This design comes from an exercise in tuning for a short achievable clock period and few clock cycles on the open sky130 flow, not from production work.
Only simulation tests tie the RTL to the original design; equivalence was not proved.
No activity file was given, so power comes from the tool's default toggle rates.

--- flow/run.sh ---
#!/bin/bash
# synth_recipe.tcl (not shown) runs the flow's synth.tcl, then flattens the netlist and writes it again
# the make line also repeats each setting of config.mk as NAME=value (left out here)
make -C /OpenROAD-flow-scripts/flow DESIGN_CONFIG=/design/flow/config.mk WORK_HOME=/design/flow/orfs CLKGATE_MAP_FILE= SYNTH_SCRIPT=/design/flow/synth_recipe.tcl finish
--- flow/config.mk ---
export PLATFORM = sky130hd
export DESIGN_NAME = dcache_ctrl
export DESIGN_NICKNAME = dcache_ctrl
export VERILOG_FILES = /design/flow/design.v
export SDC_FILE = /design/flow/constraint.sdc
export NUM_CORES = 4
export LEC_CHECK = 0
export CAP_MARGIN = 20
export CORE_MARGIN = 2
export CORE_UTILIZATION = 40
export SLEW_MARGIN = 20
--- flow/constraint.sdc ---
create_clock -name core_clock -period 6.0 [get_ports {clock}]
set_input_delay 1.2000 -clock core_clock [delete_from_list [all_inputs] [get_ports {clock}]]
set_output_delay 1.2000 -clock core_clock [all_outputs]
set_load 0.01 [all_outputs]
--- flow/design.v ---
package dcache_pkg;
    localparam int LINES_DEF = 16;
    localparam int WORDS_DEF = 4;
    localparam int OFFSET_W = $clog2(WORDS_DEF);
    localparam int INDEX_W = $clog2(LINES_DEF);
    localparam int TAG_W = 30 - OFFSET_W - INDEX_W;
    typedef enum logic [2:0] {IDLE, LOOKUP, REFILL, WRITE, DONE} state_t;
endpackage
module dcache_data_array
#(
    parameter int LINES = dcache_pkg::LINES_DEF,
    parameter int WORDS = dcache_pkg::WORDS_DEF,
    localparam int AW = $clog2(LINES * WORDS)
) (
    input  logic          clock,
    input  logic          we,
    input  logic [AW-1:0] waddr,
    input  logic [31:0]   wdata,
    input  logic [AW-1:0] raddr,
    output logic [31:0]   rdata
);
    logic [31:0] mem [LINES*WORDS];
    always_ff @(posedge clock) begin
        if (we) mem[waddr] <= wdata;
    end
    assign rdata = mem[raddr];
endmodule
module dcache_ctrl
#(
    parameter int LINES = dcache_pkg::LINES_DEF,
    parameter int WORDS = dcache_pkg::WORDS_DEF
) (
    input  logic        clock,
    input  logic        reset,
    input  logic        cpu_req,
    input  logic        cpu_we,
    input  logic [31:0] cpu_addr,
    input  logic [31:0] cpu_wdata,
    output logic [31:0] cpu_rdata,
    output logic        cpu_ready,
    output logic        cpu_busy,
    input  logic        flush,
    output logic        mem_req,
    output logic        mem_we,
    output logic [31:0] mem_addr,
    output logic [31:0] mem_wdata,
    input  logic [31:0] mem_rdata,
    input  logic        mem_ack,
    output logic [15:0] hit_count,
    output logic [15:0] miss_count
);
    localparam int OW = $clog2(WORDS);
    localparam int IW = $clog2(LINES);
    localparam int TW = 30 - OW - IW;
    dcache_pkg::state_t state, next;
    logic [29:0] addr_q;
    logic we_q;
    logic [31:0] wdata_q;
    logic [TW-1:0] tags [LINES];
    logic [LINES-1:0] valid;
    logic [OW-1:0] cnt;
    logic [TW-1:0] tag;
    logic [IW-1:0] idx;
    logic [OW-1:0] off;
    logic hit, last, accept, arr_we;
    logic [31:0] arr_rdata;
    logic unused_addr_bits;
    assign unused_addr_bits = ^cpu_addr[1:0];
    assign tag = addr_q[29 -: TW];
    assign idx = addr_q[OW +: IW];
    assign off = addr_q[OW-1:0];
    assign hit = valid[idx] && tags[idx] == tag;
    assign last = cnt == OW'(WORDS - 1);
    assign accept = state == dcache_pkg::IDLE && cpu_req && !flush;
    always_comb begin
        next = state;
        case (state)
            dcache_pkg::IDLE:    next = accept ? dcache_pkg::LOOKUP : dcache_pkg::IDLE;
            dcache_pkg::LOOKUP:  next = we_q ? dcache_pkg::WRITE : (hit ? dcache_pkg::DONE : dcache_pkg::REFILL);
            dcache_pkg::REFILL:  next = (mem_ack && last) ? dcache_pkg::DONE : dcache_pkg::REFILL;
            dcache_pkg::WRITE:   next = mem_ack ? dcache_pkg::DONE : dcache_pkg::WRITE;
            default: next = dcache_pkg::IDLE;
        endcase
    end
    always_comb begin
        cpu_ready = state == dcache_pkg::DONE;
        cpu_busy = state != dcache_pkg::IDLE;
        mem_req = state == dcache_pkg::REFILL || state == dcache_pkg::WRITE;
        mem_we = state == dcache_pkg::WRITE;
        mem_addr = state == dcache_pkg::REFILL ? {tag, idx, cnt, 2'b00} : (state == dcache_pkg::WRITE ? {addr_q, 2'b00} : 32'd0);
        mem_wdata = state == dcache_pkg::WRITE ? wdata_q : 32'd0;
        arr_we = mem_ack && (state == dcache_pkg::REFILL || (state == dcache_pkg::WRITE && hit));
    end
    dcache_data_array #(.LINES(LINES), .WORDS(WORDS)) u_data (
        .clock(clock),
        .we(arr_we),
        .waddr({idx, state == dcache_pkg::REFILL ? cnt : off}),
        .wdata(state == dcache_pkg::REFILL ? mem_rdata : wdata_q),
        .raddr({idx, off}),
        .rdata(arr_rdata)
    );
    always_ff @(posedge clock) begin
        if (accept) begin
            addr_q <= cpu_addr[31:2];
            we_q <= cpu_we;
            wdata_q <= cpu_wdata;
        end
        if (!reset && state == dcache_pkg::REFILL && mem_ack && last) tags[idx] <= tag;
    end
    always_ff @(posedge clock) begin
        if (reset) begin
            state <= dcache_pkg::IDLE;
            valid <= '0;
            cnt <= '0;
            hit_count <= '0;
            miss_count <= '0;
            cpu_rdata <= '0;
        end else begin
            state <= next;
            if (state == dcache_pkg::IDLE && flush) valid <= '0;
            if (state == dcache_pkg::LOOKUP && !we_q) begin
                if (hit) begin
                    cpu_rdata <= arr_rdata;
                    hit_count <= hit_count + 16'(hit_count != 16'hFFFF);
                end else begin
                    valid[idx] <= 1'b0;
                    cnt <= '0;
                    miss_count <= miss_count + 16'(miss_count != 16'hFFFF);
                end
            end
            if (state == dcache_pkg::REFILL && mem_ack) begin
                cnt <= cnt + 1'b1;
                if (cnt == off) cpu_rdata <= mem_rdata;
                if (last) valid[idx] <= 1'b1;
            end
        end
    end
endmodule
==> results by group <==
Worst setup path
  • CP endpoint kind: register
  • Critical Path RT: 6550 ps
  • CP cell instances: buf_4, mux4_2, mux4_2, xnor2_1, o2111a_1, o2111ai_2, nor4_4, buf_4, nand4_1, o21a_2, buf_12, nor2_4, buf_12
  • Max incr delay on CP: 820 ps
  • Crit Path Max Fanout: 38
  • Critical path arrival: 5570 ps
  • Setup CP Type: register to register
  • CP Launch Type: register
  • Slowest-stage cell, CP: dfxtp_4

Clock network
  • Clock Latency Late Sink: 930 ps
  • TritonCTS Buffers: 283
  • CTS root buffer: clkbuf_16
  • Post-CTS sizing: 0
  • # Post-CTS Setup Buffers: 0
  • Hold buffers post-CTS: 0
  • CTS sink cnt: 2586
  • CTS HTree Levels: 5
  • TritonCTS clock tree: built
  • Clk slew on worst S/H paths: 60 ps
  • Clk buf depth: 4

GRT
  • Global route overflow: 0
  • First-pass GRT wire length: 360000 um
  • GR Util All Layers: 19.6%
  • Initial antenna violation count: 17
  • Number of global-route vias before repair: 49500
  • Largest net degree at the start of global routing: 95

Yosys
  • Post-synth EDFFs: 2495
  • Avg Inst Size Synth: 22.5 um2
  • Register area share after synthesis: 76.5%
  • Synth warn: 2
  • Cell variety after synth: 67
  • Post-synthesis instance total: 4457
  • Ys async rst share: 0%
  • Synth Register Bits: 2586
  • Syn Std Cell Area: 0.100 mm2
  • Top FF cell, synth: edfxtp_1

STA
  • Setup TNS: 0 ps
  • Crit path time final: 5020 ps
  • Max transition margin: 27.5%
  • Skew final: 72.0 ps
  • Highest Clock Rate: 199 MHz
  • Tcrit/Tclk final: 83.7%
  • Worst-margin pin slew: 1080 ps
  • Setup-failing EPs final: 0
  • Fin. max-slew vios: 0
  • Final hold violations: 0
  • Post-route setup slack: 975 ps
  • RSZ-0062 raised after global routing: false

Status
  • Status: no timing/DRC/antenna violations

Placed design
  • Place WS: 909 ps
  • Routability congestion estimate from global placement: 0.805
  • Post-Place Cell Area: 0.109 mm2
  • Port Buffers: 229
  • Detailed Place HPWL: 150000 um

Finish
  • Commonest non-fill, non-tap cell in the layout: edfxtp_1
  • Share of layout cells above drive strength 1: 29.9%
  • # nets final: 5076
  • Area grow syn2layout: 17.4%
  • Fin area: 0.118 mm2
  • Commonest cells after routing, fill and taps aside: 2495 x edfxtp_1, 746 x mux4_2, 295 x clkbuf_16

Die
  • CORE AREA: 0.249 mm2
  • Height of the die: 505 um
  • FP Rows: 183
  • Full die area: 0.255 mm2
  • Chip Width: 505 um
  • I/O pin cnt: 234
  • Starting Density: 40.3%

Route
  • Count of TritonRoute iterations in the first routing pass: 5
  • Via-to-Cell Ratio: 5.71
  • Antenna Nets Post-Route: 0
  • # DRC: 0
  • DR WL/cell: 29.7 um
  • Total Wirelength: 253000 um
  • Vias: 48500
  • 1st-iter DRT viols: 5920

Power
  • Cell area power density: 334 mW/mm2
  • Worst vdd ir: 0.359 mV
  • Lkg Pwr: 36.6 nW

Run
  • Max-Cap Viols: 0

Worst hold path
  • Worst min-delay path class: register to register
[cell type report]
type,count,area (um2)
clock inverters,111,861
flip-flops and latches,2586,76800
inverters,13,51.3
diodes,6,15.0
clock buffers,366,7730
multi-input cells,1604,23000
fillers,20200,131000
well taps,3330,4170
repair buffers,476,5110
[registers in the layout (all words and copies together), names as in the netlist, named ones only]
register,count
tags,384
state,3
we_q,1
addr_q,30
valid,16
wdata_q,32
u_data.mem,2048
cnt,2
hit_count,16
miss_count,16
cpu_rdata,32
[cell usage after synthesis, drive strengths merged, types with 28 or more instances]
master	count	share of area, %
a211oi	44	0.33
and2	28	0.17
and3	50	0.31
buf	86	0.46
clkbuf	169	0.63
dfxtp	91	1.8
edfxtp	2495	75
mux2	61	0.69
mux2i	70	0.70
mux4	746	17
nand2	92	0.35
nor2	162	0.61
nor3	46	0.24
nor4	37	0.25
xnor2	36	0.31
[worst max-delay path, delay by kind of cell, from the launching register on]
| family | cells | cell delay [ps] |
|---|---|---|
| muxes | 2 | 1020 |
| and+or+nand+nor | 3 | 500 |
| DFF | 1 | 820 |
| xor gates and xnor gates | 1 | 240 |
| buffers and inverters | 4 | 1180 |
| AOI/OAI and AO/OA | 3 | 760 |
[report_power, final]
| group | leakage, nW | internal [mW] | switching (mW) |
|---|---|---|---|
| Clock | 4.21 | 9.56 | 6.79 |
| Combinational | 9.17 | 1.22 | 1.60 |
| Sequential | 23.2 | 19.9 | 0.144 |
[final timing paths]
path / start / end / slack [ps] / cells after the start
max: register / u_data.mem[51][23] / 980 / 13
min: hit_count[15] / hit_count[15] / 500 / 2
max reg2reg: register / u_data.mem[51][23] / 980 / 13
min reg2reg: hit_count[15] / hit_count[15] / 500 / 2
[routing by layer]
layer	global-route usage, %	share of wire (%)	vias up
met5	0	0	-
met4	5.57	2.7	0
met3	3.39	7.2	385
met2	31.6	48	1819
met1	27.5	42	26300
li1	-	-	19900
[logic make-up after synthesis]
kind of cell / count (synthesis) / share of synthesized area [%]
multiplexers: 877 / 18.1
XOR/XNOR: 50 / 0.437
other: 1 / 0.00374
AO/OA/AOI/OAI: 153 / 1.08
AND/OR/NAND/NOR: 512 / 2.53
buffers and inverters: 268 / 1.14
adder cells (fa/ha/maj): 10 / 0.125
flip-flops: 2586 / 76.5
[per-stage QoR]
stage	total power [mW]	std cells	hold slack, ps	utilization [%]
floorplan	22.2	4458	455	-
global placement	23.3	8009	482	43.8
detailed placement	23.3	8009	483	43.8
CTS	39.6	8486	503	47.3
global route	40.4	8488	524	47.3
finish	39.3	8492	503	47.3
Testbench counts, summed over its fixed seeds: cycles 113,378.

## re-timing with driven ports
No port has a modelled driver above. Below, the same layout with a new extraction and two added sets of constraints.
Step 1: set_driving_cell puts a clkbuf_16 on clock and a buf_2 on each other input, an assumption about the parent block.
Step 2 times the ports against the registers' clock, not the clock port: input delays grow and output delays shrink by t, the midpoint of the rising clock arrivals with the driver on.
a / b / c = ideal / step 1 / step 2; a / b = the first two.
t (ns): 0.980
slack for setup (ns): 0.975 / 0.975 / 0.975
hold WS [ns]: 0.503 / 0.503 / 0.503
worst slew at a driven data input, ns: 0.09
After both steps this run still meets setup and hold. The setup slack of this run moves by 0.000 ns with the drivers and by 0.000 ns with both steps.
